What follows belongs to an exercise in optimizing a design on an open flow for small area and a short achievable clock period; a production flow would make more cautious choices.
In this exercise RTL edits were held to simulation tests only and were not proved equivalent to the original.
Power is estimated from default activity; no workload was simulated.

`design/flow/design.v`:
```
package out_layer_pkg;
	localparam int FIX_WIDTH = 16;                         
	localparam int INT_BITS  = 5;                          
	localparam int FRAC_BITS = FIX_WIDTH - INT_BITS - 1;   
	localparam int DIFF_WIDTH = FIX_WIDTH + 1;   
	localparam int PROD_WIDTH = 2 * FIX_WIDTH;   
	typedef logic signed [FIX_WIDTH-1:0] fix_t;
	typedef logic signed [DIFF_WIDTH-1:0] diff_t;
	typedef logic signed [PROD_WIDTH-1:0] prod_t;
	localparam fix_t FIX_ONE = fix_t'(2 ** FRAC_BITS);
	localparam fix_t FIX_MAX = {1'b0, {(FIX_WIDTH-1){1'b1}}};   
	localparam fix_t FIX_MIN = {1'b1, {(FIX_WIDTH-1){1'b0}}};   
	localparam int NEURONS      = 16;  
	localparam int LANES        = 4;   
	localparam int LAYERS       = 3;   
	localparam int EXTRA_CLOCKS = 2;   
	localparam int CPC = NEURONS / LANES + EXTRA_CLOCKS;
	localparam int DEPTH = NEURONS / LANES;
	localparam int ANS_DELAY = CPC * (LAYERS - 1);
	localparam int COST_FN = 0;
	localparam int CYC_W  = (CPC > 1) ? $clog2(CPC) : 1;
	localparam int ADDR_W = (DEPTH > 1) ? $clog2(DEPTH) : 1;
	typedef logic [CYC_W-1:0]  cycle_idx_t;   
	typedef logic [ADDR_W-1:0] dmem_addr_t;   
	typedef fix_t [LANES-1:0] fix_lanes_t;
	typedef logic [LANES-1:0] ans_lanes_t;
	typedef struct packed {
		fix_lanes_t act;    
		fix_lanes_t adot;   
	} fwd_sample_t;
	typedef struct packed {
		logic       we;     
		logic       bank;   
		dmem_addr_t addr;
		fix_lanes_t data;
	} dmem_wr_t;
	typedef struct packed {
		logic       bank;
		dmem_addr_t addr;
	} dmem_rd_t;
	localparam int LANES_W = LANES * FIX_WIDTH;           
	localparam int FWD_W   = 2 * LANES_W;                 
	localparam int WR_W    = 2 + ADDR_W + LANES_W;        
	localparam int RD_W    = 1 + ADDR_W;                  
endpackage
`timescale 1ns/1ps
module ans_delay_line (
	input  logic                            clk,
	input  logic                            ok_i,    
	input  logic [out_layer_pkg::LANES-1:0] ans_i,
	output logic [out_layer_pkg::LANES-1:0] ans_o
);
	out_layer_pkg::ans_lanes_t stage_q [out_layer_pkg::ANS_DELAY];
	always_ff @(posedge clk) begin
		stage_q[0] <= ans_i;
		for (int i = 1; i < out_layer_pkg::ANS_DELAY - 1; i++) begin
			stage_q[i] <= stage_q[i-1];
		end
		stage_q[out_layer_pkg::ANS_DELAY-1] <= ok_i ? stage_q[out_layer_pkg::ANS_DELAY-2] : '0;
	end
	assign ans_o = stage_q[out_layer_pkg::ANS_DELAY-1];
endmodule
`timescale 1ns/1ps
module cost_unit (
	input  logic        clk,
	input  logic [15:0] act_i,    
	input  logic [15:0] adot_i,   
	input  logic        y_i,      
	output logic [15:0] del_o     
);
	logic [16:0] diff;
	logic [15:0] d_n;
	logic [16:0] a_ext;
	logic [7:0]  one_n, two_n, neg_n;
	assign diff = {act_i[15], act_i} - {6'd0, y_i, 10'd0};
	assign d_n  = (diff[16] != diff[15]) ? 16'h8000 : diff[15:0];
	assign a_ext = {adot_i, 1'b0};
	for (genvar i = 0; i < 8; i++) begin : g_enc
		logic b2, b1, b0;
		assign b2 = a_ext[2*i+2];
		assign b1 = a_ext[2*i+1];
		assign b0 = a_ext[2*i];
		assign one_n[i] = b1 ^ b0;
		assign two_n[i] = (b2 & ~b1 & ~b0) | (~b2 & b1 & b0);
		assign neg_n[i] = b2 & ~(b1 & b0);
	end
	logic [15:0] d_q;
	logic [7:0]  one_q, two_q, neg_q;
	always_ff @(posedge clk) begin
		d_q   <= d_n;
		one_q <= one_n;
		two_q <= two_n;
		neg_q <= neg_n;
	end
	logic fc100, fc102, fc104, fc106, fc108, fc110, fc112, fc114, fc116, fc118, fc120, fc122, fc124, fc126, fc132, fc136, fc138, fc14, fc140, fc142, fc144, fc146, fc148, fc150, fc152, fc154, fc156, fc158, fc160, fc162, fc164, fc166, fc168, fc170, fc172, fc174, fc178, fc18, fc180, fc182, fc184, fc186, fc188, fc190, fc192, fc194, fc196, fc198, fc2, fc200, fc202, fc204, fc206, fc208, fc210, fc212, fc214, fc216, fc218, fc22, fc220, fc24, fc28, fc30, fc34, fc36, fc40, fc42, fc46, fc48, fc54, fc56, fc58, fc6, fc62, fc66, fc68, fc72, fc76, fc78, fc8, fc80, fc82, fc84, fc86, fc88, fc90, fc92, fc94, fc96, fc98, fs1, fs101, fs103, fs105, fs107, fs109, fs111, fs113, fs115, fs117, fs119, fs121, fs123, fs125, fs13, fs131, fs135, fs137, fs139, fs141, fs143, fs145, fs147, fs149, fs151, fs153, fs155, fs157, fs159, fs161, fs163, fs165, fs167, fs169, fs17, fs171, fs173, fs177, fs179, fs181, fs183, fs185, fs187, fs189, fs191, fs193, fs195, fs197, fs199, fs201, fs203, fs205, fs207, fs209, fs21, fs211, fs213, fs215, fs217, fs219, fs23, fs27, fs29, fs33, fs35, fs39, fs41, fs45, fs47, fs5, fs53, fs55, fs57, fs61, fs65, fs67, fs7, fs71, fs75, fs77, fs79, fs81, fs83, fs85, fs87, fs89, fs91, fs93, fs95, fs97, fs99, hc10, hc12, hc130, hc134, hc16, hc176, hc20, hc26, hc32, hc38, hc4, hc44, hc50, hc60, hc64, hc70, hc74, hs11, hs129, hs133, hs15, hs175, hs19, hs25, hs3, hs31, hs37, hs43, hs49, hs59, hs63, hs69, hs73, hs9, oc128, oc52, os127, os51, pp0_0, pp0_1, pp0_10, pp0_11, pp0_12, pp0_13, pp0_14, pp0_15, pp0_16, pp0_2, pp0_3, pp0_4, pp0_5, pp0_6, pp0_7, pp0_8, pp0_9, pp1_0, pp1_1, pp1_10, pp1_11, pp1_12, pp1_13, pp1_14, pp1_15, pp1_16, pp1_2, pp1_3, pp1_4, pp1_5, pp1_6, pp1_7, pp1_8, pp1_9, pp2_0, pp2_1, pp2_10, pp2_11, pp2_12, pp2_13, pp2_14, pp2_15, pp2_16, pp2_2, pp2_3, pp2_4, pp2_5, pp2_6, pp2_7, pp2_8, pp2_9, pp3_0, pp3_1, pp3_10, pp3_11, pp3_12, pp3_13, pp3_14, pp3_15, pp3_16, pp3_2, pp3_3, pp3_4, pp3_5, pp3_6, pp3_7, pp3_8, pp3_9, pp4_0, pp4_1, pp4_10, pp4_11, pp4_12, pp4_13, pp4_14, pp4_15, pp4_16, pp4_2, pp4_3, pp4_4, pp4_5, pp4_6, pp4_7, pp4_8, pp4_9, pp5_0, pp5_1, pp5_10, pp5_11, pp5_12, pp5_13, pp5_14, pp5_15, pp5_16, pp5_2, pp5_3, pp5_4, pp5_5, pp5_6, pp5_7, pp5_8, pp5_9, pp6_0, pp6_1, pp6_10, pp6_11, pp6_12, pp6_13, pp6_14, pp6_15, pp6_16, pp6_2, pp6_3, pp6_4, pp6_5, pp6_6, pp6_7, pp6_8, pp6_9, pp7_0, pp7_1, pp7_10, pp7_11, pp7_12, pp7_13, pp7_14, pp7_15, pp7_16, pp7_2, pp7_3, pp7_4, pp7_5, pp7_6, pp7_7, pp7_8, pp7_9;
	assign pp0_0 = ((one_q[0] & d_q[0]) | (two_q[0] & 1'b0)) ^ neg_q[0];
	assign pp0_1 = ((one_q[0] & d_q[1]) | (two_q[0] & d_q[0])) ^ neg_q[0];
	assign pp0_2 = ((one_q[0] & d_q[2]) | (two_q[0] & d_q[1])) ^ neg_q[0];
	assign pp0_3 = ((one_q[0] & d_q[3]) | (two_q[0] & d_q[2])) ^ neg_q[0];
	assign pp0_4 = ((one_q[0] & d_q[4]) | (two_q[0] & d_q[3])) ^ neg_q[0];
	assign pp0_5 = ((one_q[0] & d_q[5]) | (two_q[0] & d_q[4])) ^ neg_q[0];
	assign pp0_6 = ((one_q[0] & d_q[6]) | (two_q[0] & d_q[5])) ^ neg_q[0];
	assign pp0_7 = ((one_q[0] & d_q[7]) | (two_q[0] & d_q[6])) ^ neg_q[0];
	assign pp0_8 = ((one_q[0] & d_q[8]) | (two_q[0] & d_q[7])) ^ neg_q[0];
	assign pp0_9 = ((one_q[0] & d_q[9]) | (two_q[0] & d_q[8])) ^ neg_q[0];
	assign pp0_10 = ((one_q[0] & d_q[10]) | (two_q[0] & d_q[9])) ^ neg_q[0];
	assign pp0_11 = ((one_q[0] & d_q[11]) | (two_q[0] & d_q[10])) ^ neg_q[0];
	assign pp0_12 = ((one_q[0] & d_q[12]) | (two_q[0] & d_q[11])) ^ neg_q[0];
	assign pp0_13 = ((one_q[0] & d_q[13]) | (two_q[0] & d_q[12])) ^ neg_q[0];
	assign pp0_14 = ((one_q[0] & d_q[14]) | (two_q[0] & d_q[13])) ^ neg_q[0];
	assign pp0_15 = ((one_q[0] & d_q[15]) | (two_q[0] & d_q[14])) ^ neg_q[0];
	assign pp0_16 = ((one_q[0] & d_q[15]) | (two_q[0] & d_q[15])) ^ neg_q[0];
	assign pp1_0 = ((one_q[1] & d_q[0]) | (two_q[1] & 1'b0)) ^ neg_q[1];
	assign pp1_1 = ((one_q[1] & d_q[1]) | (two_q[1] & d_q[0])) ^ neg_q[1];
	assign pp1_2 = ((one_q[1] & d_q[2]) | (two_q[1] & d_q[1])) ^ neg_q[1];
	assign pp1_3 = ((one_q[1] & d_q[3]) | (two_q[1] & d_q[2])) ^ neg_q[1];
	assign pp1_4 = ((one_q[1] & d_q[4]) | (two_q[1] & d_q[3])) ^ neg_q[1];
	assign pp1_5 = ((one_q[1] & d_q[5]) | (two_q[1] & d_q[4])) ^ neg_q[1];
	assign pp1_6 = ((one_q[1] & d_q[6]) | (two_q[1] & d_q[5])) ^ neg_q[1];
	assign pp1_7 = ((one_q[1] & d_q[7]) | (two_q[1] & d_q[6])) ^ neg_q[1];
	assign pp1_8 = ((one_q[1] & d_q[8]) | (two_q[1] & d_q[7])) ^ neg_q[1];
	assign pp1_9 = ((one_q[1] & d_q[9]) | (two_q[1] & d_q[8])) ^ neg_q[1];
	assign pp1_10 = ((one_q[1] & d_q[10]) | (two_q[1] & d_q[9])) ^ neg_q[1];
	assign pp1_11 = ((one_q[1] & d_q[11]) | (two_q[1] & d_q[10])) ^ neg_q[1];
	assign pp1_12 = ((one_q[1] & d_q[12]) | (two_q[1] & d_q[11])) ^ neg_q[1];
	assign pp1_13 = ((one_q[1] & d_q[13]) | (two_q[1] & d_q[12])) ^ neg_q[1];
	assign pp1_14 = ((one_q[1] & d_q[14]) | (two_q[1] & d_q[13])) ^ neg_q[1];
	assign pp1_15 = ((one_q[1] & d_q[15]) | (two_q[1] & d_q[14])) ^ neg_q[1];
	assign pp1_16 = ((one_q[1] & d_q[15]) | (two_q[1] & d_q[15])) ^ neg_q[1];
	assign pp2_0 = ((one_q[2] & d_q[0]) | (two_q[2] & 1'b0)) ^ neg_q[2];
	assign pp2_1 = ((one_q[2] & d_q[1]) | (two_q[2] & d_q[0])) ^ neg_q[2];
	assign pp2_2 = ((one_q[2] & d_q[2]) | (two_q[2] & d_q[1])) ^ neg_q[2];
	assign pp2_3 = ((one_q[2] & d_q[3]) | (two_q[2] & d_q[2])) ^ neg_q[2];
	assign pp2_4 = ((one_q[2] & d_q[4]) | (two_q[2] & d_q[3])) ^ neg_q[2];
	assign pp2_5 = ((one_q[2] & d_q[5]) | (two_q[2] & d_q[4])) ^ neg_q[2];
	assign pp2_6 = ((one_q[2] & d_q[6]) | (two_q[2] & d_q[5])) ^ neg_q[2];
	assign pp2_7 = ((one_q[2] & d_q[7]) | (two_q[2] & d_q[6])) ^ neg_q[2];
	assign pp2_8 = ((one_q[2] & d_q[8]) | (two_q[2] & d_q[7])) ^ neg_q[2];
	assign pp2_9 = ((one_q[2] & d_q[9]) | (two_q[2] & d_q[8])) ^ neg_q[2];
	assign pp2_10 = ((one_q[2] & d_q[10]) | (two_q[2] & d_q[9])) ^ neg_q[2];
	assign pp2_11 = ((one_q[2] & d_q[11]) | (two_q[2] & d_q[10])) ^ neg_q[2];
	assign pp2_12 = ((one_q[2] & d_q[12]) | (two_q[2] & d_q[11])) ^ neg_q[2];
	assign pp2_13 = ((one_q[2] & d_q[13]) | (two_q[2] & d_q[12])) ^ neg_q[2];
	assign pp2_14 = ((one_q[2] & d_q[14]) | (two_q[2] & d_q[13])) ^ neg_q[2];
	assign pp2_15 = ((one_q[2] & d_q[15]) | (two_q[2] & d_q[14])) ^ neg_q[2];
	assign pp2_16 = ((one_q[2] & d_q[15]) | (two_q[2] & d_q[15])) ^ neg_q[2];
	assign pp3_0 = ((one_q[3] & d_q[0]) | (two_q[3] & 1'b0)) ^ neg_q[3];
	assign pp3_1 = ((one_q[3] & d_q[1]) | (two_q[3] & d_q[0])) ^ neg_q[3];
	assign pp3_2 = ((one_q[3] & d_q[2]) | (two_q[3] & d_q[1])) ^ neg_q[3];
	assign pp3_3 = ((one_q[3] & d_q[3]) | (two_q[3] & d_q[2])) ^ neg_q[3];
	assign pp3_4 = ((one_q[3] & d_q[4]) | (two_q[3] & d_q[3])) ^ neg_q[3];
	assign pp3_5 = ((one_q[3] & d_q[5]) | (two_q[3] & d_q[4])) ^ neg_q[3];
	assign pp3_6 = ((one_q[3] & d_q[6]) | (two_q[3] & d_q[5])) ^ neg_q[3];
	assign pp3_7 = ((one_q[3] & d_q[7]) | (two_q[3] & d_q[6])) ^ neg_q[3];
	assign pp3_8 = ((one_q[3] & d_q[8]) | (two_q[3] & d_q[7])) ^ neg_q[3];
	assign pp3_9 = ((one_q[3] & d_q[9]) | (two_q[3] & d_q[8])) ^ neg_q[3];
	assign pp3_10 = ((one_q[3] & d_q[10]) | (two_q[3] & d_q[9])) ^ neg_q[3];
	assign pp3_11 = ((one_q[3] & d_q[11]) | (two_q[3] & d_q[10])) ^ neg_q[3];
	assign pp3_12 = ((one_q[3] & d_q[12]) | (two_q[3] & d_q[11])) ^ neg_q[3];
	assign pp3_13 = ((one_q[3] & d_q[13]) | (two_q[3] & d_q[12])) ^ neg_q[3];
	assign pp3_14 = ((one_q[3] & d_q[14]) | (two_q[3] & d_q[13])) ^ neg_q[3];
	assign pp3_15 = ((one_q[3] & d_q[15]) | (two_q[3] & d_q[14])) ^ neg_q[3];
	assign pp3_16 = ((one_q[3] & d_q[15]) | (two_q[3] & d_q[15])) ^ neg_q[3];
	assign pp4_0 = ((one_q[4] & d_q[0]) | (two_q[4] & 1'b0)) ^ neg_q[4];
	assign pp4_1 = ((one_q[4] & d_q[1]) | (two_q[4] & d_q[0])) ^ neg_q[4];
	assign pp4_2 = ((one_q[4] & d_q[2]) | (two_q[4] & d_q[1])) ^ neg_q[4];
	assign pp4_3 = ((one_q[4] & d_q[3]) | (two_q[4] & d_q[2])) ^ neg_q[4];
	assign pp4_4 = ((one_q[4] & d_q[4]) | (two_q[4] & d_q[3])) ^ neg_q[4];
	assign pp4_5 = ((one_q[4] & d_q[5]) | (two_q[4] & d_q[4])) ^ neg_q[4];
	assign pp4_6 = ((one_q[4] & d_q[6]) | (two_q[4] & d_q[5])) ^ neg_q[4];
	assign pp4_7 = ((one_q[4] & d_q[7]) | (two_q[4] & d_q[6])) ^ neg_q[4];
	assign pp4_8 = ((one_q[4] & d_q[8]) | (two_q[4] & d_q[7])) ^ neg_q[4];
	assign pp4_9 = ((one_q[4] & d_q[9]) | (two_q[4] & d_q[8])) ^ neg_q[4];
	assign pp4_10 = ((one_q[4] & d_q[10]) | (two_q[4] & d_q[9])) ^ neg_q[4];
	assign pp4_11 = ((one_q[4] & d_q[11]) | (two_q[4] & d_q[10])) ^ neg_q[4];
	assign pp4_12 = ((one_q[4] & d_q[12]) | (two_q[4] & d_q[11])) ^ neg_q[4];
	assign pp4_13 = ((one_q[4] & d_q[13]) | (two_q[4] & d_q[12])) ^ neg_q[4];
	assign pp4_14 = ((one_q[4] & d_q[14]) | (two_q[4] & d_q[13])) ^ neg_q[4];
	assign pp4_15 = ((one_q[4] & d_q[15]) | (two_q[4] & d_q[14])) ^ neg_q[4];
	assign pp4_16 = ((one_q[4] & d_q[15]) | (two_q[4] & d_q[15])) ^ neg_q[4];
	assign pp5_0 = ((one_q[5] & d_q[0]) | (two_q[5] & 1'b0)) ^ neg_q[5];
	assign pp5_1 = ((one_q[5] & d_q[1]) | (two_q[5] & d_q[0])) ^ neg_q[5];
	assign pp5_2 = ((one_q[5] & d_q[2]) | (two_q[5] & d_q[1])) ^ neg_q[5];
	assign pp5_3 = ((one_q[5] & d_q[3]) | (two_q[5] & d_q[2])) ^ neg_q[5];
	assign pp5_4 = ((one_q[5] & d_q[4]) | (two_q[5] & d_q[3])) ^ neg_q[5];
	assign pp5_5 = ((one_q[5] & d_q[5]) | (two_q[5] & d_q[4])) ^ neg_q[5];
	assign pp5_6 = ((one_q[5] & d_q[6]) | (two_q[5] & d_q[5])) ^ neg_q[5];
	assign pp5_7 = ((one_q[5] & d_q[7]) | (two_q[5] & d_q[6])) ^ neg_q[5];
	assign pp5_8 = ((one_q[5] & d_q[8]) | (two_q[5] & d_q[7])) ^ neg_q[5];
	assign pp5_9 = ((one_q[5] & d_q[9]) | (two_q[5] & d_q[8])) ^ neg_q[5];
	assign pp5_10 = ((one_q[5] & d_q[10]) | (two_q[5] & d_q[9])) ^ neg_q[5];
	assign pp5_11 = ((one_q[5] & d_q[11]) | (two_q[5] & d_q[10])) ^ neg_q[5];
	assign pp5_12 = ((one_q[5] & d_q[12]) | (two_q[5] & d_q[11])) ^ neg_q[5];
	assign pp5_13 = ((one_q[5] & d_q[13]) | (two_q[5] & d_q[12])) ^ neg_q[5];
	assign pp5_14 = ((one_q[5] & d_q[14]) | (two_q[5] & d_q[13])) ^ neg_q[5];
	assign pp5_15 = ((one_q[5] & d_q[15]) | (two_q[5] & d_q[14])) ^ neg_q[5];
	assign pp5_16 = ((one_q[5] & d_q[15]) | (two_q[5] & d_q[15])) ^ neg_q[5];
	assign pp6_0 = ((one_q[6] & d_q[0]) | (two_q[6] & 1'b0)) ^ neg_q[6];
	assign pp6_1 = ((one_q[6] & d_q[1]) | (two_q[6] & d_q[0])) ^ neg_q[6];
	assign pp6_2 = ((one_q[6] & d_q[2]) | (two_q[6] & d_q[1])) ^ neg_q[6];
	assign pp6_3 = ((one_q[6] & d_q[3]) | (two_q[6] & d_q[2])) ^ neg_q[6];
	assign pp6_4 = ((one_q[6] & d_q[4]) | (two_q[6] & d_q[3])) ^ neg_q[6];
	assign pp6_5 = ((one_q[6] & d_q[5]) | (two_q[6] & d_q[4])) ^ neg_q[6];
	assign pp6_6 = ((one_q[6] & d_q[6]) | (two_q[6] & d_q[5])) ^ neg_q[6];
	assign pp6_7 = ((one_q[6] & d_q[7]) | (two_q[6] & d_q[6])) ^ neg_q[6];
	assign pp6_8 = ((one_q[6] & d_q[8]) | (two_q[6] & d_q[7])) ^ neg_q[6];
	assign pp6_9 = ((one_q[6] & d_q[9]) | (two_q[6] & d_q[8])) ^ neg_q[6];
	assign pp6_10 = ((one_q[6] & d_q[10]) | (two_q[6] & d_q[9])) ^ neg_q[6];
	assign pp6_11 = ((one_q[6] & d_q[11]) | (two_q[6] & d_q[10])) ^ neg_q[6];
	assign pp6_12 = ((one_q[6] & d_q[12]) | (two_q[6] & d_q[11])) ^ neg_q[6];
	assign pp6_13 = ((one_q[6] & d_q[13]) | (two_q[6] & d_q[12])) ^ neg_q[6];
	assign pp6_14 = ((one_q[6] & d_q[14]) | (two_q[6] & d_q[13])) ^ neg_q[6];
	assign pp6_15 = ((one_q[6] & d_q[15]) | (two_q[6] & d_q[14])) ^ neg_q[6];
	assign pp6_16 = ((one_q[6] & d_q[15]) | (two_q[6] & d_q[15])) ^ neg_q[6];
	assign pp7_0 = ((one_q[7] & d_q[0]) | (two_q[7] & 1'b0)) ^ neg_q[7];
	assign pp7_1 = ((one_q[7] & d_q[1]) | (two_q[7] & d_q[0])) ^ neg_q[7];
	assign pp7_2 = ((one_q[7] & d_q[2]) | (two_q[7] & d_q[1])) ^ neg_q[7];
	assign pp7_3 = ((one_q[7] & d_q[3]) | (two_q[7] & d_q[2])) ^ neg_q[7];
	assign pp7_4 = ((one_q[7] & d_q[4]) | (two_q[7] & d_q[3])) ^ neg_q[7];
	assign pp7_5 = ((one_q[7] & d_q[5]) | (two_q[7] & d_q[4])) ^ neg_q[7];
	assign pp7_6 = ((one_q[7] & d_q[6]) | (two_q[7] & d_q[5])) ^ neg_q[7];
	assign pp7_7 = ((one_q[7] & d_q[7]) | (two_q[7] & d_q[6])) ^ neg_q[7];
	assign pp7_8 = ((one_q[7] & d_q[8]) | (two_q[7] & d_q[7])) ^ neg_q[7];
	assign pp7_9 = ((one_q[7] & d_q[9]) | (two_q[7] & d_q[8])) ^ neg_q[7];
	assign pp7_10 = ((one_q[7] & d_q[10]) | (two_q[7] & d_q[9])) ^ neg_q[7];
	assign pp7_11 = ((one_q[7] & d_q[11]) | (two_q[7] & d_q[10])) ^ neg_q[7];
	assign pp7_12 = ((one_q[7] & d_q[12]) | (two_q[7] & d_q[11])) ^ neg_q[7];
	assign pp7_13 = ((one_q[7] & d_q[13]) | (two_q[7] & d_q[12])) ^ neg_q[7];
	assign pp7_14 = ((one_q[7] & d_q[14]) | (two_q[7] & d_q[13])) ^ neg_q[7];
	assign pp7_15 = ((one_q[7] & d_q[15]) | (two_q[7] & d_q[14])) ^ neg_q[7];
	assign pp7_16 = ((one_q[7] & d_q[15]) | (two_q[7] & d_q[15])) ^ neg_q[7];
	assign fs1 = pp0_2 ^ pp1_0 ^ neg_q[1];
	assign fc2 = (pp0_2 & pp1_0) | (pp0_2 & neg_q[1]) | (pp1_0 & neg_q[1]);
	assign hs3 = pp0_3 ^ pp1_1;
	assign hc4 = pp0_3 & pp1_1;
	assign fs5 = pp0_4 ^ pp1_2 ^ pp2_0;
	assign fc6 = (pp0_4 & pp1_2) | (pp0_4 & pp2_0) | (pp1_2 & pp2_0);
	assign fs7 = pp0_5 ^ pp1_3 ^ pp2_1;
	assign fc8 = (pp0_5 & pp1_3) | (pp0_5 & pp2_1) | (pp1_3 & pp2_1);
	assign hs9 = pp0_10 ^ pp1_8;
	assign hc10 = pp0_10 & pp1_8;
	assign hs11 = pp0_11 ^ pp1_9;
	assign hc12 = pp0_11 & pp1_9;
	assign fs13 = pp0_12 ^ pp1_10 ^ pp2_8;
	assign fc14 = (pp0_12 & pp1_10) | (pp0_12 & pp2_8) | (pp1_10 & pp2_8);
	assign hs15 = pp3_6 ^ pp4_4;
	assign hc16 = pp3_6 & pp4_4;
	assign fs17 = pp0_13 ^ pp1_11 ^ pp2_9;
	assign fc18 = (pp0_13 & pp1_11) | (pp0_13 & pp2_9) | (pp1_11 & pp2_9);
	assign hs19 = pp3_7 ^ pp4_5;
	assign hc20 = pp3_7 & pp4_5;
	assign fs21 = pp0_14 ^ pp1_12 ^ pp2_10;
	assign fc22 = (pp0_14 & pp1_12) | (pp0_14 & pp2_10) | (pp1_12 & pp2_10);
	assign fs23 = pp3_8 ^ pp4_6 ^ pp5_4;
	assign fc24 = (pp3_8 & pp4_6) | (pp3_8 & pp5_4) | (pp4_6 & pp5_4);
	assign hs25 = pp6_2 ^ pp7_0;
	assign hc26 = pp6_2 & pp7_0;
	assign fs27 = pp0_15 ^ pp1_13 ^ pp2_11;
	assign fc28 = (pp0_15 & pp1_13) | (pp0_15 & pp2_11) | (pp1_13 & pp2_11);
	assign fs29 = pp3_9 ^ pp4_7 ^ pp5_5;
	assign fc30 = (pp3_9 & pp4_7) | (pp3_9 & pp5_5) | (pp4_7 & pp5_5);
	assign hs31 = pp6_3 ^ pp7_1;
	assign hc32 = pp6_3 & pp7_1;
	assign fs33 = pp0_16 ^ pp1_14 ^ pp2_12;
	assign fc34 = (pp0_16 & pp1_14) | (pp0_16 & pp2_12) | (pp1_14 & pp2_12);
	assign fs35 = pp3_10 ^ pp4_8 ^ pp5_6;
	assign fc36 = (pp3_10 & pp4_8) | (pp3_10 & pp5_6) | (pp4_8 & pp5_6);
	assign hs37 = pp6_4 ^ pp7_2;
	assign hc38 = pp6_4 & pp7_2;
	assign fs39 = pp0_16 ^ pp1_15 ^ pp2_13;
	assign fc40 = (pp0_16 & pp1_15) | (pp0_16 & pp2_13) | (pp1_15 & pp2_13);
	assign fs41 = pp3_11 ^ pp4_9 ^ pp5_7;
	assign fc42 = (pp3_11 & pp4_9) | (pp3_11 & pp5_7) | (pp4_9 & pp5_7);
	assign hs43 = pp6_5 ^ pp7_3;
	assign hc44 = pp6_5 & pp7_3;
	assign fs45 = ~pp0_16 ^ ~pp1_16 ^ pp2_14;
	assign fc46 = (~pp0_16 & ~pp1_16) | (~pp0_16 & pp2_14) | (~pp1_16 & pp2_14);
	assign fs47 = pp3_12 ^ pp4_10 ^ pp5_8;
	assign fc48 = (pp3_12 & pp4_10) | (pp3_12 & pp5_8) | (pp4_10 & pp5_8);
	assign hs49 = pp6_6 ^ pp7_4;
	assign hc50 = pp6_6 & pp7_4;
	assign os51 = ~(pp2_15 ^ pp3_13);
	assign oc52 = pp2_15 | pp3_13;
	assign fs53 = pp4_11 ^ pp5_9 ^ pp6_7;
	assign fc54 = (pp4_11 & pp5_9) | (pp4_11 & pp6_7) | (pp5_9 & pp6_7);
	assign fs55 = ~pp2_16 ^ pp3_14 ^ pp4_12;
	assign fc56 = (~pp2_16 & pp3_14) | (~pp2_16 & pp4_12) | (pp3_14 & pp4_12);
	assign fs57 = fs5 ^ neg_q[2] ^ hc4;
	assign fc58 = (fs5 & neg_q[2]) | (fs5 & hc4) | (neg_q[2] & hc4);
	assign hs59 = fs7 ^ fc6;
	assign hc60 = fs7 & fc6;
	assign fs61 = pp0_6 ^ pp1_4 ^ pp2_2;
	assign fc62 = (pp0_6 & pp1_4) | (pp0_6 & pp2_2) | (pp1_4 & pp2_2);
	assign hs63 = pp3_0 ^ neg_q[3];
	assign hc64 = pp3_0 & neg_q[3];
	assign fs65 = pp0_7 ^ pp1_5 ^ pp2_3;
	assign fc66 = (pp0_7 & pp1_5) | (pp0_7 & pp2_3) | (pp1_5 & pp2_3);
	assign fs67 = pp0_8 ^ pp1_6 ^ pp2_4;
	assign fc68 = (pp0_8 & pp1_6) | (pp0_8 & pp2_4) | (pp1_6 & pp2_4);
	assign hs69 = pp3_2 ^ pp4_0;
	assign hc70 = pp3_2 & pp4_0;
	assign fs71 = pp0_9 ^ pp1_7 ^ pp2_5;
	assign fc72 = (pp0_9 & pp1_7) | (pp0_9 & pp2_5) | (pp1_7 & pp2_5);
	assign hs73 = pp3_3 ^ pp4_1;
	assign hc74 = pp3_3 & pp4_1;
	assign fs75 = hs9 ^ pp2_6 ^ pp3_4;
	assign fc76 = (hs9 & pp2_6) | (hs9 & pp3_4) | (pp2_6 & pp3_4);
	assign fs77 = pp4_2 ^ pp5_0 ^ neg_q[5];
	assign fc78 = (pp4_2 & pp5_0) | (pp4_2 & neg_q[5]) | (pp5_0 & neg_q[5]);
	assign fs79 = hs11 ^ pp2_7 ^ pp3_5;
	assign fc80 = (hs11 & pp2_7) | (hs11 & pp3_5) | (pp2_7 & pp3_5);
	assign fs81 = pp4_3 ^ pp5_1 ^ hc10;
	assign fc82 = (pp4_3 & pp5_1) | (pp4_3 & hc10) | (pp5_1 & hc10);
	assign fs83 = fs13 ^ hs15 ^ pp5_2;
	assign fc84 = (fs13 & hs15) | (fs13 & pp5_2) | (hs15 & pp5_2);
	assign fs85 = pp6_0 ^ neg_q[6] ^ hc12;
	assign fc86 = (pp6_0 & neg_q[6]) | (pp6_0 & hc12) | (neg_q[6] & hc12);
	assign fs87 = fs17 ^ hs19 ^ pp5_3;
	assign fc88 = (fs17 & hs19) | (fs17 & pp5_3) | (hs19 & pp5_3);
	assign fs89 = pp6_1 ^ fc14 ^ hc16;
	assign fc90 = (pp6_1 & fc14) | (pp6_1 & hc16) | (fc14 & hc16);
	assign fs91 = fs21 ^ fs23 ^ hs25;
	assign fc92 = (fs21 & fs23) | (fs21 & hs25) | (fs23 & hs25);
	assign fs93 = neg_q[7] ^ fc18 ^ hc20;
	assign fc94 = (neg_q[7] & fc18) | (neg_q[7] & hc20) | (fc18 & hc20);
	assign fs95 = fs27 ^ fs29 ^ hs31;
	assign fc96 = (fs27 & fs29) | (fs27 & hs31) | (fs29 & hs31);
	assign fs97 = fc22 ^ fc24 ^ hc26;
	assign fc98 = (fc22 & fc24) | (fc22 & hc26) | (fc24 & hc26);
	assign fs99 = fs33 ^ fs35 ^ hs37;
	assign fc100 = (fs33 & fs35) | (fs33 & hs37) | (fs35 & hs37);
	assign fs101 = fc28 ^ fc30 ^ hc32;
	assign fc102 = (fc28 & fc30) | (fc28 & hc32) | (fc30 & hc32);
	assign fs103 = fs39 ^ fs41 ^ hs43;
	assign fc104 = (fs39 & fs41) | (fs39 & hs43) | (fs41 & hs43);
	assign fs105 = fc34 ^ fc36 ^ hc38;
	assign fc106 = (fc34 & fc36) | (fc34 & hc38) | (fc36 & hc38);
	assign fs107 = fs45 ^ fs47 ^ hs49;
	assign fc108 = (fs45 & fs47) | (fs45 & hs49) | (fs47 & hs49);
	assign fs109 = fc40 ^ fc42 ^ hc44;
	assign fc110 = (fc40 & fc42) | (fc40 & hc44) | (fc42 & hc44);
	assign fs111 = os51 ^ fs53 ^ pp7_5;
	assign fc112 = (os51 & fs53) | (os51 & pp7_5) | (fs53 & pp7_5);
	assign fs113 = fc46 ^ fc48 ^ hc50;
	assign fc114 = (fc46 & fc48) | (fc46 & hc50) | (fc48 & hc50);
	assign fs115 = fs55 ^ pp5_10 ^ pp6_8;
	assign fc116 = (fs55 & pp5_10) | (fs55 & pp6_8) | (pp5_10 & pp6_8);
	assign fs117 = pp7_6 ^ oc52 ^ fc54;
	assign fc118 = (pp7_6 & oc52) | (pp7_6 & fc54) | (oc52 & fc54);
	assign fs119 = ~pp3_15 ^ pp4_13 ^ pp5_11;
	assign fc120 = (~pp3_15 & pp4_13) | (~pp3_15 & pp5_11) | (pp4_13 & pp5_11);
	assign fs121 = pp6_9 ^ pp7_7 ^ fc56;
	assign fc122 = (pp6_9 & pp7_7) | (pp6_9 & fc56) | (pp7_7 & fc56);
	assign fs123 = ~pp3_16 ^ pp4_14 ^ pp5_12;
	assign fc124 = (~pp3_16 & pp4_14) | (~pp3_16 & pp5_12) | (pp4_14 & pp5_12);
	assign fs125 = pp6_10 ^ pp7_8 ^ pp3_15;
	assign fc126 = (pp6_10 & pp7_8) | (pp6_10 & pp3_15) | (pp7_8 & pp3_15);
	assign os127 = ~(pp4_15 ^ pp5_13);
	assign oc128 = pp4_15 | pp5_13;
	assign hs129 = pp6_11 ^ pp7_9;
	assign hc130 = pp6_11 & pp7_9;
	assign fs131 = ~pp4_16 ^ pp5_14 ^ pp6_12;
	assign fc132 = (~pp4_16 & pp5_14) | (~pp4_16 & pp6_12) | (pp5_14 & pp6_12);
	assign hs133 = fs61 ^ hs63;
	assign hc134 = fs61 & hs63;
	assign fs135 = fs65 ^ pp3_1 ^ fc62;
	assign fc136 = (fs65 & pp3_1) | (fs65 & fc62) | (pp3_1 & fc62);
	assign fs137 = fs67 ^ hs69 ^ neg_q[4];
	assign fc138 = (fs67 & hs69) | (fs67 & neg_q[4]) | (hs69 & neg_q[4]);
	assign fs139 = fs71 ^ hs73 ^ fc68;
	assign fc140 = (fs71 & hs73) | (fs71 & fc68) | (hs73 & fc68);
	assign fs141 = fs75 ^ fs77 ^ fc72;
	assign fc142 = (fs75 & fs77) | (fs75 & fc72) | (fs77 & fc72);
	assign fs143 = fs79 ^ fs81 ^ fc76;
	assign fc144 = (fs79 & fs81) | (fs79 & fc76) | (fs81 & fc76);
	assign fs145 = fs83 ^ fs85 ^ fc80;
	assign fc146 = (fs83 & fs85) | (fs83 & fc80) | (fs85 & fc80);
	assign fs147 = fs87 ^ fs89 ^ fc84;
	assign fc148 = (fs87 & fs89) | (fs87 & fc84) | (fs89 & fc84);
	assign fs149 = fs91 ^ fs93 ^ fc88;
	assign fc150 = (fs91 & fs93) | (fs91 & fc88) | (fs93 & fc88);
	assign fs151 = fs95 ^ fs97 ^ fc92;
	assign fc152 = (fs95 & fs97) | (fs95 & fc92) | (fs97 & fc92);
	assign fs153 = fs99 ^ fs101 ^ fc96;
	assign fc154 = (fs99 & fs101) | (fs99 & fc96) | (fs101 & fc96);
	assign fs155 = fs103 ^ fs105 ^ fc100;
	assign fc156 = (fs103 & fs105) | (fs103 & fc100) | (fs105 & fc100);
	assign fs157 = fs107 ^ fs109 ^ fc104;
	assign fc158 = (fs107 & fs109) | (fs107 & fc104) | (fs109 & fc104);
	assign fs159 = fs111 ^ fs113 ^ fc108;
	assign fc160 = (fs111 & fs113) | (fs111 & fc108) | (fs113 & fc108);
	assign fs161 = fs115 ^ fs117 ^ fc112;
	assign fc162 = (fs115 & fs117) | (fs115 & fc112) | (fs117 & fc112);
	assign fs163 = fs119 ^ fs121 ^ fc116;
	assign fc164 = (fs119 & fs121) | (fs119 & fc116) | (fs121 & fc116);
	assign fs165 = fs123 ^ fs125 ^ fc120;
	assign fc166 = (fs123 & fs125) | (fs123 & fc120) | (fs125 & fc120);
	assign fs167 = os127 ^ hs129 ^ fc124;
	assign fc168 = (os127 & hs129) | (os127 & fc124) | (hs129 & fc124);
	assign fs169 = fs131 ^ pp7_10 ^ oc128;
	assign fc170 = (fs131 & pp7_10) | (fs131 & oc128) | (pp7_10 & oc128);
	assign fs171 = ~pp5_15 ^ pp6_13 ^ pp7_11;
	assign fc172 = (~pp5_15 & pp6_13) | (~pp5_15 & pp7_11) | (pp6_13 & pp7_11);
	assign fs173 = ~pp5_16 ^ pp6_14 ^ pp7_12;
	assign fc174 = (~pp5_16 & pp6_14) | (~pp5_16 & pp7_12) | (pp6_14 & pp7_12);
	assign hs175 = hs133 ^ fc8;
	assign hc176 = hs133 & fc8;
	assign fs177 = fs135 ^ hc64 ^ hc134;
	assign fc178 = (fs135 & hc64) | (fs135 & hc134) | (hc64 & hc134);
	assign fs179 = fs137 ^ fc66 ^ fc136;
	assign fc180 = (fs137 & fc66) | (fs137 & fc136) | (fc66 & fc136);
	assign fs181 = fs139 ^ hc70 ^ fc138;
	assign fc182 = (fs139 & hc70) | (fs139 & fc138) | (hc70 & fc138);
	assign fs183 = fs141 ^ hc74 ^ fc140;
	assign fc184 = (fs141 & hc74) | (fs141 & fc140) | (hc74 & fc140);
	assign fs185 = fs143 ^ fc78 ^ fc142;
	assign fc186 = (fs143 & fc78) | (fs143 & fc142) | (fc78 & fc142);
	assign fs187 = fs145 ^ fc82 ^ fc144;
	assign fc188 = (fs145 & fc82) | (fs145 & fc144) | (fc82 & fc144);
	assign fs189 = fs147 ^ fc86 ^ fc146;
	assign fc190 = (fs147 & fc86) | (fs147 & fc146) | (fc86 & fc146);
	assign fs191 = fs149 ^ fc90 ^ fc148;
	assign fc192 = (fs149 & fc90) | (fs149 & fc148) | (fc90 & fc148);
	assign fs193 = fs151 ^ fc94 ^ fc150;
	assign fc194 = (fs151 & fc94) | (fs151 & fc150) | (fc94 & fc150);
	assign fs195 = fs153 ^ fc98 ^ fc152;
	assign fc196 = (fs153 & fc98) | (fs153 & fc152) | (fc98 & fc152);
	assign fs197 = fs155 ^ fc102 ^ fc154;
	assign fc198 = (fs155 & fc102) | (fs155 & fc154) | (fc102 & fc154);
	assign fs199 = fs157 ^ fc106 ^ fc156;
	assign fc200 = (fs157 & fc106) | (fs157 & fc156) | (fc106 & fc156);
	assign fs201 = fs159 ^ fc110 ^ fc158;
	assign fc202 = (fs159 & fc110) | (fs159 & fc158) | (fc110 & fc158);
	assign fs203 = fs161 ^ fc114 ^ fc160;
	assign fc204 = (fs161 & fc114) | (fs161 & fc160) | (fc114 & fc160);
	assign fs205 = fs163 ^ fc118 ^ fc162;
	assign fc206 = (fs163 & fc118) | (fs163 & fc162) | (fc118 & fc162);
	assign fs207 = fs165 ^ fc122 ^ fc164;
	assign fc208 = (fs165 & fc122) | (fs165 & fc164) | (fc122 & fc164);
	assign fs209 = fs167 ^ fc126 ^ fc166;
	assign fc210 = (fs167 & fc126) | (fs167 & fc166) | (fc126 & fc166);
	assign fs211 = fs169 ^ hc130 ^ fc168;
	assign fc212 = (fs169 & hc130) | (fs169 & fc168) | (hc130 & fc168);
	assign fs213 = fs171 ^ fc132 ^ fc170;
	assign fc214 = (fs171 & fc132) | (fs171 & fc170) | (fc132 & fc170);
	assign fs215 = fs173 ^ pp5_15 ^ fc172;
	assign fc216 = (fs173 & pp5_15) | (fs173 & fc172) | (pp5_15 & fc172);
	assign fs217 = ~pp6_15 ^ pp7_13 ^ fc174;
	assign fc218 = (~pp6_15 & pp7_13) | (~pp6_15 & fc174) | (pp7_13 & fc174);
	assign fs219 = ~pp6_16 ^ pp7_14 ^ pp6_15;
	assign fc220 = (~pp6_16 & pp7_14) | (~pp6_16 & pp6_15) | (pp7_14 & pp6_15);
	logic [31:0] row_a, row_b;
	assign row_a = {1'b1, ~pp7_16, ~pp7_15, fs219, fs217, fs215, fs213, fs211, fs209, fs207, fs205, fs203, fs201, fs199, fs197, fs195, fs193, fs191, fs189, fs187, fs185, fs183, fs181, fs179, fs177, hs175, hs59, fs57, hs3, fs1, pp0_1, pp0_0};
	assign row_b = {1'b0, pp7_15, fc220, fc218, fc216, fc214, fc212, fc210, fc208, fc206, fc204, fc202, fc200, fc198, fc196, fc194, fc192, fc190, fc188, fc186, fc184, fc182, fc180, fc178, hc176, hc60, fc58, 1'b0, fc2, 1'b0, 1'b0, neg_q[0]};
	logic [6:0] lo_sum;
	assign lo_sum = {1'b0, row_a[5:0]} + {1'b0, row_b[5:0]};
	logic [25:0] hi_a_q, hi_b_q;
	logic        cin_q;
	always_ff @(posedge clk) begin
		hi_a_q <= row_a[31:6];
		hi_b_q <= row_b[31:6];
		cin_q  <= lo_sum[6];
	end
	logic [25:0] sum;
	logic [21:0] q;
	logic        ovf;
	assign sum = hi_a_q + hi_b_q + {25'd0, cin_q};
	assign q   = sum[25:4];
	assign ovf = ~((&q[21:15]) | ~(|q[21:15]));
	always_ff @(posedge clk) begin
		del_o <= ovf ? {q[21], {15{~q[21]}}} : q[15:0];
	end
endmodule
`timescale 1ns/1ps
module delta_bank_ctrl (
	input  logic                      clk,
	input  logic                      rst_n_i,
	input  out_layer_pkg::cycle_idx_t cycle_index_i,
	output logic                      blk_ok_o,   
	output logic                      ans_ok_o    
);
	logic blk1_q;   
	logic blk2_q;   
	logic last;     
	assign last = (cycle_index_i == out_layer_pkg::cycle_idx_t'(out_layer_pkg::CPC - 1));
	always_ff @(posedge clk) begin
		if (!rst_n_i) begin
			blk1_q <= 1'b0;
			blk2_q <= 1'b0;
		end else begin
			blk1_q <= blk1_q | last;
			blk2_q <= blk2_q | (blk1_q & last);
		end
	end
	assign blk_ok_o = blk1_q;
	assign ans_ok_o = rst_n_i & (blk2_q | (blk1_q & last));
endmodule
`timescale 1ns/1ps
module delta_mem_bank (
	input  logic                              clk,
	input  logic                              ok_i,    
	input  logic [out_layer_pkg::LANES_W-1:0] del_i,   
	output logic [out_layer_pkg::LANES_W-1:0] del_o    
);
	out_layer_pkg::fix_lanes_t stage_q [3];
	out_layer_pkg::fix_lanes_t out_q;
	always_ff @(posedge clk) begin
		stage_q[0] <= del_i;
		stage_q[1] <= stage_q[0];
		stage_q[2] <= stage_q[1];
		out_q      <= ok_i ? stage_q[2] : '0;
	end
	assign del_o = out_q;
endmodule
`timescale 1ns/1ps
module out_layer_top (
	input  logic                                  clk,
	input  logic                                  rst_n_i,
	input  logic [out_layer_pkg::CYC_W-1:0]       cycle_index_i,   
	input  logic                                  cycle_clk_i,     
	input  logic [2*out_layer_pkg::LANES*out_layer_pkg::FIX_WIDTH-1:0] fwd_i,  
	input  logic [out_layer_pkg::LANES-1:0]       ans_i,           
	output logic [out_layer_pkg::LANES*out_layer_pkg::FIX_WIDTH-1:0] del_o,  
	output logic [out_layer_pkg::LANES-1:0]       ans_o            
);
	localparam int FW = out_layer_pkg::FIX_WIDTH;
	localparam int LW = out_layer_pkg::LANES_W;
	logic                              blk_ok;     
	logic                              ans_ok;     
	logic [out_layer_pkg::LANES-1:0]   ans_dly;    
	logic [LW-1:0]                     del_calc;   
	delta_bank_ctrl i_delta_bank_ctrl (
		.clk           (clk),
		.rst_n_i       (rst_n_i),
		.cycle_index_i (cycle_index_i),
		.blk_ok_o      (blk_ok),
		.ans_ok_o      (ans_ok)
	);
	ans_delay_line i_ans_delay_line (
		.clk     (clk),
		.ok_i    (ans_ok),
		.ans_i   (ans_i),
		.ans_o   (ans_dly)
	);
	assign ans_o = ans_dly;
	for (genvar l = 0; l < out_layer_pkg::LANES; l++) begin : g_lane
		cost_unit i_cost_unit (
			.clk    (clk),
			.act_i  (fwd_i[LW + l*FW +: FW]),
			.adot_i (fwd_i[l*FW +: FW]),
			.y_i    (ans_dly[l]),
			.del_o  (del_calc[l*FW +: FW])
		);
	end
	delta_mem_bank i_delta_mem_bank (
		.clk     (clk),
		.ok_i    (blk_ok),
		.del_i   (del_calc),
		.del_o   (del_o)
	);
endmodule
```
`design/flow/config.mk`:
```
export PLATFORM = sky130hd
export DESIGN_NAME = out_layer_top
export DESIGN_NICKNAME = out_layer_top
export VERILOG_FILES = /design/flow/design.v
export SDC_FILE = /design/flow/constraint.sdc
export NUM_CORES = 4
export LEC_CHECK = 0
export CAP_MARGIN = 20
export CORE_MARGIN = 2
export CORE_UTILIZATION = 65
export PLACE_DENSITY = 0.75
export SLEW_MARGIN = 20
```
`design/flow/flow/run.sh`:
```
#!/bin/bash
# Standard ORFS layout with two changes to how it is made:
#  - port buffers are buf_2 cells instead of the resizer's default pick (a delay cell);
#  - repair_timing aims for more setup slack than the 10 ns clock needs, so the layout is
#    pushed towards the shortest period it can reach. Constraints and period are unchanged.
set -euo pipefail
bash standard.sh \
  'BUFFER_PORTS_ARGS=-buffer_cell sky130_fd_sc_hd__buf_2' \
  SETUP_SLACK_MARGIN=7 \
  finish > orfs_make.log 2>&1
```
`design/flow/constraint.sdc`:
```
create_clock -name core_clock -period 10.0 [get_ports {clk}]
set_input_delay 2.0000 -clock core_clock [delete_from_list [all_inputs] [get_ports {clk}]]
set_output_delay 2.0000 -clock core_clock [all_outputs]
set_load 0.01 [all_outputs]
```
`design/flow/standard.sh`:
```
#!/bin/bash
# synth_recipe.tcl (not shown) runs the flow's synth.tcl, then flattens the netlist and writes it again
# the make line also repeats each setting of config.mk as NAME=value (left out here)
make -C /OpenROAD-flow-scripts/flow DESIGN_CONFIG=/design/flow/config.mk WORK_HOME=/design/flow/orfs CLKGATE_MAP_FILE= SYNTH_SCRIPT=/design/flow/synth_recipe.tcl "${@:-finish}"
```
==> flow_summary.rst, run 1 <==
.. list-table::
   :header-rows: 1

   * - Metric
     - Value
   * - Cell depth of the worst min-delay path
     - 0
   * - Reg-to-reg endpoint
     - g_lane[3].i_cost_unit.hi_a_q[6]$_DFF_P_
   * - Fraction of post-synthesis cell area in the top cell type by area
     - 35.1%
   * - Fmax achieved
     - between 0.3 and 0.4 GHz
   * - Area Growth Syn to Fin
     - 22.7%
   * - CP cell instances
     - buf_6, a22oi_2, xor2_1, fa_1, inv_2, fa_1, inv_1, fa_2, inv_1, fa_1
   * - DRC violations left
     - 0
   * - Floorplan Core Area
     - ~64000 um2
   * - Post-synthesis average cell area
     - between 10 and 15 um2
   * - Proportion of register bits with asynchronous set or reset after synthesis
     - 0%
   * - Worst-Margin Slew
     - 0.672 ns
   * - Number of filler cells placed in the layout
     - 3838
   * - Number of standard cells after synthesis
     - slightly above 4000
   * - Setup repair after global routing missed its margin
     - yes
   * - Worst setup skew after layout
     - 0.0289 ns
   * - Required time of the critical path
     - 10.48 ns
   * - Number of failing setup endpoints in the final timing report
     - 0
   * - Final hold violation count
     - 0
   * - TritonCTS clock tree
     - done
   * - Clock slew at the register clock pins of the worst setup and hold paths
     - 0.06 ns
   * - Share of the clock period used by the worst path
     - 32.4%
   * - Via/cell ratio
     - 5.79
   * - Area enclosed by the die boundary
     - 66500 um2
   * - Clock buffer count from CTS
     - 75
   * - Largest fanout on the critical path
     - 7
   * - Die height
     - 258 um
   * - Top cells by area, synth
     - sky130_fd_sc_hd__dfxtp_1 35%, sky130_fd_sc_hd__fa_1 17%, sky130_fd_sc_hd__xnor2_1 8.7%
   * - Syn. warnings
     - 6
   * - Number of nets produced by synthesis
     - roughly 4800
   * - Post-Route WL
     - 101000 um
   * - Relative slew slack
     - between 50% and 60%
   * - Clock tree sinks
     - 734
   * - Via count
     - just over 30000
   * - Synth unique cells
     - 77
   * - Result of the run
     - timing/DRC/antenna clean
   * - Cell Area, Synth
     - 41900 um2
   * - CP max stage cell
     - sky130_fd_sc_hd__fa_1
   * - Detailed Routing Iterations Pass 1
     - 6
   * - Detailed-placement wirelength estimate
     - a little over 60000 um
   * - Worst Hold Path EP
     - i_delta_mem_bank.stage_q[2][34]$_DFF_P_
   * - Number of antenna violations at the first check in global routing
     - 9
   * - Worst path bufs/invs
     - 4
   * - Register-to-Register Setup Slack
     - 6.76 ns
   * - DR WL/cell
     - 18.9 um
   * - Wire length of the first global-routing pass
     - 152000 um
   * - Grt ovf
     - 0
   * - Clock latency on the worst-skew pair
     - 0.62 ns
   * - Length in cells of the worst reg-to-reg path
     - 10
   * - Most instantiated cells after synthesis
     - 734 x sky130_fd_sc_hd__dfxtp_1, 476 x sky130_fd_sc_hd__a22oi_1, 445 x sky130_fd_sc_hd__inv_1, 416 x sky130_fd_sc_hd__xnor2_1, 352 x sky130_fd_sc_hd__fa_1
   * - Number of standard cells in the final layout excluding fillers
     - roughly 5300
   * - Total power divided by cell area
     - 299 nW/um2
   * - Most used standard cell by instance count after synthesis
     - sky130_fd_sc_hd__dfxtp_1
   * - Count of input and output buffers
     - about 200
   * - Buffers from clock root to sink, at most
     - 3
   * - Number of placed cells counting well taps
     - 4820
   * - Origin of the worst min-delay path
     - i_delta_mem_bank.stage_q[1][34]$_DFF_P_
   * - Most used DFF post-synth
     - sky130_fd_sc_hd__dfxtp_1
   * - Number of nets in the layout
     - 5119
   * - # rows
     - 93
   * - Fraction of the yosys area taken by sequential cells
     - 35.1%
   * - Data arrival time of the worst path
     - 3.72 ns
   * - Number of max-slew violations in the final report
     - 0
   * - Hold Path Class
     - flop to flop
   * - Largest stage delay, worst path
     - 0.56 ns
   * - Root buf cell
     - sky130_fd_sc_hd__clkbuf_16
   * - Most frequent cell on the critical path
     - sky130_fd_sc_hd__fa_1
   * - Peak VDD IR
     - 0.170 mV
   * - Reg2Reg Launch Point
     - g_lane[3].i_cost_unit.d_q[11]$_SDFF_PP0_
   * - Drt first-iter violations
     - 2585
   * - Boundary pin count
     - approximately 210
   * - Count of flip-flops with a built-in enable after synthesis
     - 0
   * - Initial Utilization
     - 65.3%
   * - Path type of the worst setup path
     - flop to flop
   * - Fraction of final layout cells sized beyond drive strength 1
     - 29.9%
   * - Sort of element at the start of the critical path
     - flop
   * - Worst Setup End Kind
     - flop
   * - Pin count of the biggest net entering global routing
     - 66
   * - CTS Hold Buffers Added
     - 0
   * - Post-synthesis cell type with the largest combined area
     - sky130_fd_sc_hd__dfxtp_1
   * - Vias in the first global route
     - 30028
   * - Global placer's final weighted congestion
     - between 0.8 and 0.9
   * - Pleak
     - 0.0222 uW
   * - Chip width
     - ~260 um
   * - Remaining number of nets flagged by the antenna check after routing
     - 0
   * - Max-cap violations
     - 0
   * - Setup TNS
     - 0 ns
   * - Final min period
     - 3.24 ns
   * - Top delay family on crit path
     - adder cells
   * - Total track usage
     - between 20 and 30%
   * - Seq cells post-synth
     - 734
   * - Count of H-tree levels built during CTS
     - 3
   * - Critical path startpoint
     - g_lane[3].i_cost_unit.d_q[11]$_SDFF_PP0_
-- cell families after synthesis --
| kind of cell | Yosys count | share of synthesized area (%) |
|---|---|---|
| muxes | 11 | 0.275 |
| buffers and inverters | 767 | 7.01 |
| adders and majority gates | 568 | 23.3 |
| AOI/OAI and AO/OA | 893 | 15.2 |
| and+or+nand+nor | 479 | 6.36 |
| xor gates and xnor gates | 612 | 12.8 |
| DFF | 734 | 35.1 |
-- layer usage --
layer  GRT usage (%)  share of wire, %  routed length [um]
met1            36.5                40               40000
met2            46.0                47               47500
met4            12.1               4.7                4780
met3            5.29               8.3                8390
met5               0             0.061                  61
-- what timing repair did --
item	4_1_cts	5_1_grt
resized for setup	422	319
cloned	0	2
pin swaps	54	175
buffers inserted	199	170
endpoints found under the hold margin	0	0
setup endpoints to repair	242	211
-- worst max-delay path by stage --
stage / end / cells past startpoint / slack, ns
finish: g_lane[3].i_cost_unit.hi_a_q[6]$_DFF_P_ / 10 / 6.76
global route: g_lane[3].i_cost_unit.hi_a_q[6]$_DFF_P_ / 10 / 6.61
CTS: ans_o[3] / 1 / 6.87
detailed placement: g_lane[0].i_cost_unit.del_o[1]$_DFF_P_ / 10 / 6.36
global placement: g_lane[2].i_cost_unit.del_o[0]$_DFF_P_ / 10 / 6.41
floorplan: g_lane[2].i_cost_unit.hi_a_q[7]$_DFF_P_ / 11 / 6.96
-- power by group --
group	internal [uW]	switching, uW
clock	1670	1150
combinational	3630	4500
sequential	3980	438
-- cells in the final DEF, fill, tap and decap left out, drive strengths merged, types with 7 or more instances in the layout --
master / instances
and2: 120
a31oi: 8
clkinv: 15
ha: 216
nand3: 17
buf: 578
dfxtp: 734
a21o: 43
nand4: 14
fa: 352
inv: 467
mux2i: 7
a211oi: 20
xor2: 195
nor3: 20
clkbuf: 100
nor2: 58
bufinv: 8
a21oi: 139
a2111oi: 7
o21bai: 10
or3: 7
xnor2: 417
nand3b: 31
a22oi: 476
o21a: 14
o21ai: 113
and3: 8
nand2b: 48
nand2: 91
nor2b: 44
-- state kept, by name (all words and copies together) (netlist names) --
name,cells
i_delta_mem_bank.stage_q,192
g_lane.i_cost_unit.hi_a_q,100
g_lane.i_cost_unit.hi_b_q,100
g_lane.i_cost_unit.d_q,64
g_lane.i_cost_unit.del_o,64
i_delta_mem_bank.out_q,64
i_ans_delay_line.stage_q,48
g_lane.i_cost_unit.neg_q,32
g_lane.i_cost_unit.one_q,32
g_lane.i_cost_unit.two_q,32
g_lane.i_cost_unit.cin_q,4
i_delta_bank_ctrl.blk1_q,1
i_delta_bank_ctrl.blk2_q,1
-- area by class of cell --
| class | instances | area (um2) | share of cell area [%] |
|---|---|---|---|
| Multi-Input combinational cell | 2563 | 26300 | 51.1 |
| Sequential cell | 734 | 15300 | 29.8 |
| Timing Repair Buffer | 582 | 4470 | 8.71 |
| Clock buffer | 96 | 2050 | 3.98 |
| Inverter | 457 | 1790 | 3.47 |
| Tap cell | 855 | 1070 | 2.08 |
| Clock inverter | 35 | 448 | 0.872 |
| Antenna cell | 4 | 10.0 | 0.0195 |
-- stage by stage --
| step | utilization, % | hold WS (ns) | power [uW] | worst slack (ns) | area (um2) |
|---|---|---|---|---|---|
| floorplan | - | 0.310 | 9800 | 6.96 | 44100 |
| global placement | 67.9 | 0.310 | 11100 | 6.41 | 43500 |
| detailed placement | 67.9 | 0.312 | 11300 | 6.36 | 43500 |
| CTS | 76.0 | 0.317 | 14500 | 6.87 | 48700 |
| global route | 80.1 | 0.323 | 16700 | 6.61 | 51400 |
| finish | 80.1 | 0.315 | 15400 | 6.76 | 51400 |
==> run 2: changes to the inputs <==
==> design/flow/flow/run.sh (replaced) <==
#!/bin/bash
# Standard ORFS layout (the standard.sh) with these changes to how it is made:
#  - synthesis skips the generic "abc -fast" pass inside yosys synth (SYNTH_ARGS=-noabc), so the
#    full adders written in the RTL reach extract_fa as written; the registers (names, count
#    and cell types) are the same as the standard synthesis gives;
#  - port buffers are buf_2 cells instead of the resizer's default pick (a delay cell);
#  - repair_timing aims for more setup slack than the 10 ns clock needs, so the layout is
#    pushed towards the shortest period it can reach. Constraints and period are unchanged.
set -euo pipefail
bash standard.sh \
  SYNTH_ARGS=-noabc \
  'BUFFER_PORTS_ARGS=-buffer_cell sky130_fd_sc_hd__buf_2' \
  SETUP_SLACK_MARGIN=7 \
  finish > orfs_make.log 2>&1
==> run 2 against run 1 <==
- total power rose by 0.36%
- largest cell class unchanged
- still clean on timing, DRC and antenna
- highest routed layer unchanged
- sequential power rose by 2%
- synthesized cell count fell by 6.8%
- clock power fell by 3%
- combinational power rose by 0.7%
- clock skew fell by 0.0046 ns
==> flow_summary.rst, run 2 <==
.. list-table::
   :header-rows: 1

   * - Metric
     - Value
   * - Number of filler cells placed in the layout
     - 3638
   * - Detailed-placement wirelength estimate
     - 62300 um
   * - Pin count of the biggest net entering global routing
     - 67
   * - Most used standard cell by instance count after synthesis
     - sky130_fd_sc_hd__dfxtp_1
   * - Post-synthesis cell type with the largest combined area
     - sky130_fd_sc_hd__dfxtp_1
   * - Largest stage delay, worst path
     - 0.44 ns
   * - Post-synthesis average cell area
     - roughly 11 um2
   * - Synth unique cells
     - 78
   * - Proportion of register bits with asynchronous set or reset after synthesis
     - 0%
   * - Min setup slack post-route
     - 6.73 ns
   * - Path type of the worst setup path
     - flop to flop
   * - Chip width
     - 255 um
   * - Register-to-Register Setup Slack
     - 6.73 ns
   * - Setup repair after global routing missed its margin
     - yes
   * - Most frequent standard cell in the layout excluding fill and tap cells
     - sky130_fd_sc_hd__dfxtp_1
   * - Clock slew at the register clock pins of the worst setup and hold paths
     - 0.06 ns
   * - Sort of element at the start of the critical path
     - flop
   * - Clock latency on the worst-skew pair
     - a little over 0.6 ns
   * - Peak VDD IR
     - 0.177 mV
   * - Number of standard cells after synthesis
     - 3789
   * - Most frequent cells in the layout
     - 519 x sky130_fd_sc_hd__dfxtp_1, 449 x sky130_fd_sc_hd__xnor2_1, 398 x sky130_fd_sc_hd__a22oi_1
   * - Total power divided by cell area
     - about 310 nW/um2
   * - Result of the run
     - timing/DRC/antenna clean
   * - Count of input and output buffers
     - 204
   * - Fraction of post-synthesis cell area in the top cell type by area
     - 35.7%
   * - Grt ovf
     - 0
   * - Fmax achieved
     - 0.306 GHz
   * - Top delay family on crit path
     - compound AO/OA/AOI/OAI gates
   * - DRC violations left
     - 0
   * - Largest fanout on the critical path
     - 7
   * - Count of H-tree levels built during CTS
     - 3
   * - Cell Area, Synth
     - 41100 um2
   * - Share of the clock period used by the worst path
     - 32.7%
   * - CP cell instances
     - ha_4, nand4_1, a211oi_2, o21a_1, buf_6, nor3_4, a311oi_4, a22oi_1, nand4_1, buf_4, nor3_2, nor4_4, buf_4, buf_12, mux2i_1
   * - Hold Path Class
     - flop to flop
   * - Syn. warnings
     - 6
   * - Required time of the critical path
     - 10.54 ns
   * - Number of nets produced by synthesis
     - about 4500
   * - Top cells by area, synth
     - sky130_fd_sc_hd__dfxtp_1 36%, sky130_fd_sc_hd__fa_1 18%, sky130_fd_sc_hd__xnor2_1 10%
   * - Count of flip-flops with a built-in enable after synthesis
     - 0
   * - Register name with the most flops
     - i_delta_mem_bank.stage_q
   * - Via count
     - 30013
   * - Drt first-iter violations
     - slightly below 3000
   * - Fraction of final layout cells sized beyond drive strength 1
     - 29.1%
   * - Worst-Margin Slew
     - 0.633 ns
   * - Area Growth Syn to Fin
     - 22.0%
   * - Remaining number of nets flagged by the antenna check after routing
     - 0
   * - Most used DFF post-synth
     - sky130_fd_sc_hd__dfxtp_1
   * - Worst path bufs/invs
     - 4
   * - Pre-CTS setup slack
     - 6.03 ns
   * - Data arrival time of the worst path
     - 3.81 ns
   * - Pleak
     - between 0.02 and 0.025 uW
   * - Die height
     - ~260 um
   * - Wire length of the first global-routing pass
     - 151000 um
   * - Total track usage
     - 28.3%
   * - Biggest registers after layout
     - i_delta_mem_bank.stage_q x192, g_lane.i_cost_unit.hi_a_q x100, g_lane.i_cost_unit.hi_b_q x100
   * - Post-Route WL
     - 101000 um
   * - Global placer's final weighted congestion
     - 0.906
   * - Detailed Routing Iterations Pass 1
     - 7
   * - Reg-to-reg endpoint
     - g_lane[3].i_cost_unit.del_o[7]$_DFF_P_
   * - Total chip power
     - 15400 uW
   * - Max-cap violations
     - 0
   * - Area enclosed by the die boundary
     - 65300 um2
   * - Number of flip-flops in the largest register
     - ~190
   * - Number of nets in the layout
     - 4855
   * - Timing endpoint of the critical path
     - g_lane[3].i_cost_unit.del_o[7]$_DFF_P_
   * - Number of antenna violations at the first check in global routing
     - 1
   * - Root buf cell
     - sky130_fd_sc_hd__clkbuf_16
   * - Initial Utilization
     - 65.4%
   * - DR WL/cell
     - about 20 um
   * - CTS Hold Buffers Added
     - 0
   * - Number of failing setup endpoints in the final timing report
     - 0
   * - Clock buffer count from CTS
     - 73
   * - Relative slew slack
     - 57.8%
   * - # rows
     - 92
   * - Final hold violation count
     - 0
   * - CP max stage cell
     - sky130_fd_sc_hd__nor4_4
   * - Buffers from clock root to sink, at most
     - 3
   * - Number of max-slew violations in the final report
     - 0
   * - Floorplan Core Area
     - 62900 um2
   * - Critical path startpoint
     - g_lane[3].i_cost_unit.hi_b_q[7]$_DFF_P_
   * - Reg2Reg Launch Point
     - g_lane[3].i_cost_unit.hi_b_q[7]$_DFF_P_
   * - Vias in the first global route
     - 29729
   * - Length in cells of the worst reg-to-reg path
     - 15
   * - Fraction of the core area covered by cells at the end of the flow
     - 79.8%
   * - Setup TNS
     - 0 ns
   * - Final min period
     - 3.27 ns
   * - Fraction of the yosys area taken by sequential cells
     - 35.7%
   * - Via/cell ratio
     - 5.98
   * - Worst Setup End Kind
     - flop
   * - Boundary pin count
     - 206
   * - Clock tree sinks
     - around 730
   * - Number of placed cells counting well taps
     - roughly 4500
   * - Seq cells post-synth
     - roughly 730
   * - Worst setup skew after layout
     - 0.0243 ns
   * - Most instantiated cells after synthesis
     - 734 x sky130_fd_sc_hd__dfxtp_1, 481 x sky130_fd_sc_hd__a22oi_1, 481 x sky130_fd_sc_hd__xnor2_1, 364 x sky130_fd_sc_hd__fa_1, 282 x sky130_fd_sc_hd__clkbuf_1
   * - TritonCTS clock tree
     - done
   * - Count of cell instances traversed by the critical path
     - 15
   * - Number of standard cells in the final layout excluding fillers
     - 5016
[run 2: cell count changes in the layout (fill, tap and decap cells not counted), moves of 16 or more]
cell / previous run / this run
sky130_fd_sc_hd__inv_1: 405 / 141
sky130_fd_sc_hd__dfxtp_1: 537 / 519
sky130_fd_sc_hd__a22oi_2: 139 / 84
sky130_fd_sc_hd__a21oi_1: 100 / 80
sky130_fd_sc_hd__fa_1: 321 / 347
sky130_fd_sc_hd__ha_1: 185 / 206
sky130_fd_sc_hd__a22oi_1: 337 / 398
sky130_fd_sc_hd__xor2_1: 185 / 129
sky130_fd_sc_hd__xnor2_1: 386 / 449
sky130_fd_sc_hd__o21ai_1: 6 / 22
sky130_fd_sc_hd__inv_2: 40 / 2
[run 2: final cells by class]
type                    count  area, um2  area share [%]
flip-flops and latches    734      15300            30.6
multi-input cells        2585      26300            52.4
diodes                      1       2.50         0.00499
inverters                 147        602            1.20
well taps                 846       1060            2.11
clock buffers             107       2110            4.20
clock inverters            24        320           0.639
repair buffers            572       4440            8.85
[run 2: metrics by stage]
stage	cell area (um2)	hold slack (ns)
after floorplan	42000	0.310
after global placement	42200	0.310
after detailed placement	42200	0.312
after CTS	46900	0.312
after global routing	50100	0.316
final	50100	0.310
[run 2: worst min-delay path by stage]
stage / startpoint / to / depth (start not counted)
2_1_floorplan: i_ans_delay_line.stage_q[9][0]$_DFF_P_ / i_ans_delay_line.stage_q[10][0]$_DFF_P_ / 0
3_3_place_gp: i_delta_mem_bank.stage_q[1][33]$_DFF_P_ / i_delta_mem_bank.stage_q[2][33]$_DFF_P_ / 0
3_5_place_dp: i_ans_delay_line.stage_q[0][2]$_DFF_P_ / i_ans_delay_line.stage_q[1][2]$_DFF_P_ / 0
4_1_cts: g_lane[3].i_cost_unit.del_o[13]$_DFF_P_ / i_delta_mem_bank.stage_q[0][61]$_DFF_P_ / 0
5_1_grt: i_delta_mem_bank.stage_q[1][47]$_DFF_P_ / i_delta_mem_bank.stage_q[2][47]$_DFF_P_ / 0
6_report: g_lane[3].i_cost_unit.del_o[13]$_DFF_P_ / i_delta_mem_bank.stage_q[0][61]$_DFF_P_ / 0
[run 2: repair_timing]
action                                  4_1_cts  5_1_grt
cloned                                        4        1
pin swaps                                    44      233
buffers inserted                             98      260
endpoints found under the setup margin      233      197
hold endpoints to repair                      0        0
gates resized for setup                     455      283
[run 2: logic make-up (layout without fill, tap and decap cells)]
kind of cell               Yosys count  in the layout  synth area share [%]
buffers and inverters              472            850                  4.45
DFF                                734            734                  35.7
xor gates and xnor gates           612            612                  13.0
adders and majority gates          604            604                  25.0
muxes                               18             18                 0.444
other                                0              1                     0
and+or+nand+nor                    489            489                  6.61
AOI/OAI and AO/OA                  860            862                  14.7
[run 2: power breakdown]
group	switching, uW	total, uW	internal [uW]
registers	486	4520	4030
logic	4370	8190	3820
clock network	1120	2720	1600
total	5970	15400	9450
[run 2: per-layer routing]
layer  track usage [%]  up-vias  share of wire (%)
li1                  -    13521                  -
met1              35.8    14512                 39
met2              47.7     1573                 49
met3              5.48      405                8.1
met4              11.8        2                4.6
met5                 0        -              0.012

## port drivers added, routing unchanged
The flow's constraints put no driver on any port. The routed layouts listed below were extracted and timed again, unchanged, in two steps. Step 1, drivers: a clkbuf_16 drives clk and a buf_2 each remaining input, both assumed. Step 2 times the ports against the registers' clock, not the clock port: input delays grow and output delays shrink by t, the midpoint of the rising clock arrivals with the driver on. Three values: no drivers, after step 1, after step 2; two values: the first two.
run | shift t [ns] | setup WS [ns] | worst setup path after step 2 | worst data-port slew with drivers (ns)
run 1 | 0.673 | 6.761 / 6.761 / 6.584 | input to register | 0.13
run 2 | 0.671 | 6.727 / 6.727 / 6.547 | input to register | 0.19
After both steps setup and hold are still met in every run listed. For run 2, which loses most, drivers alone change the setup slack by 0.000 ns; drivers and shift together by -0.180 ns.
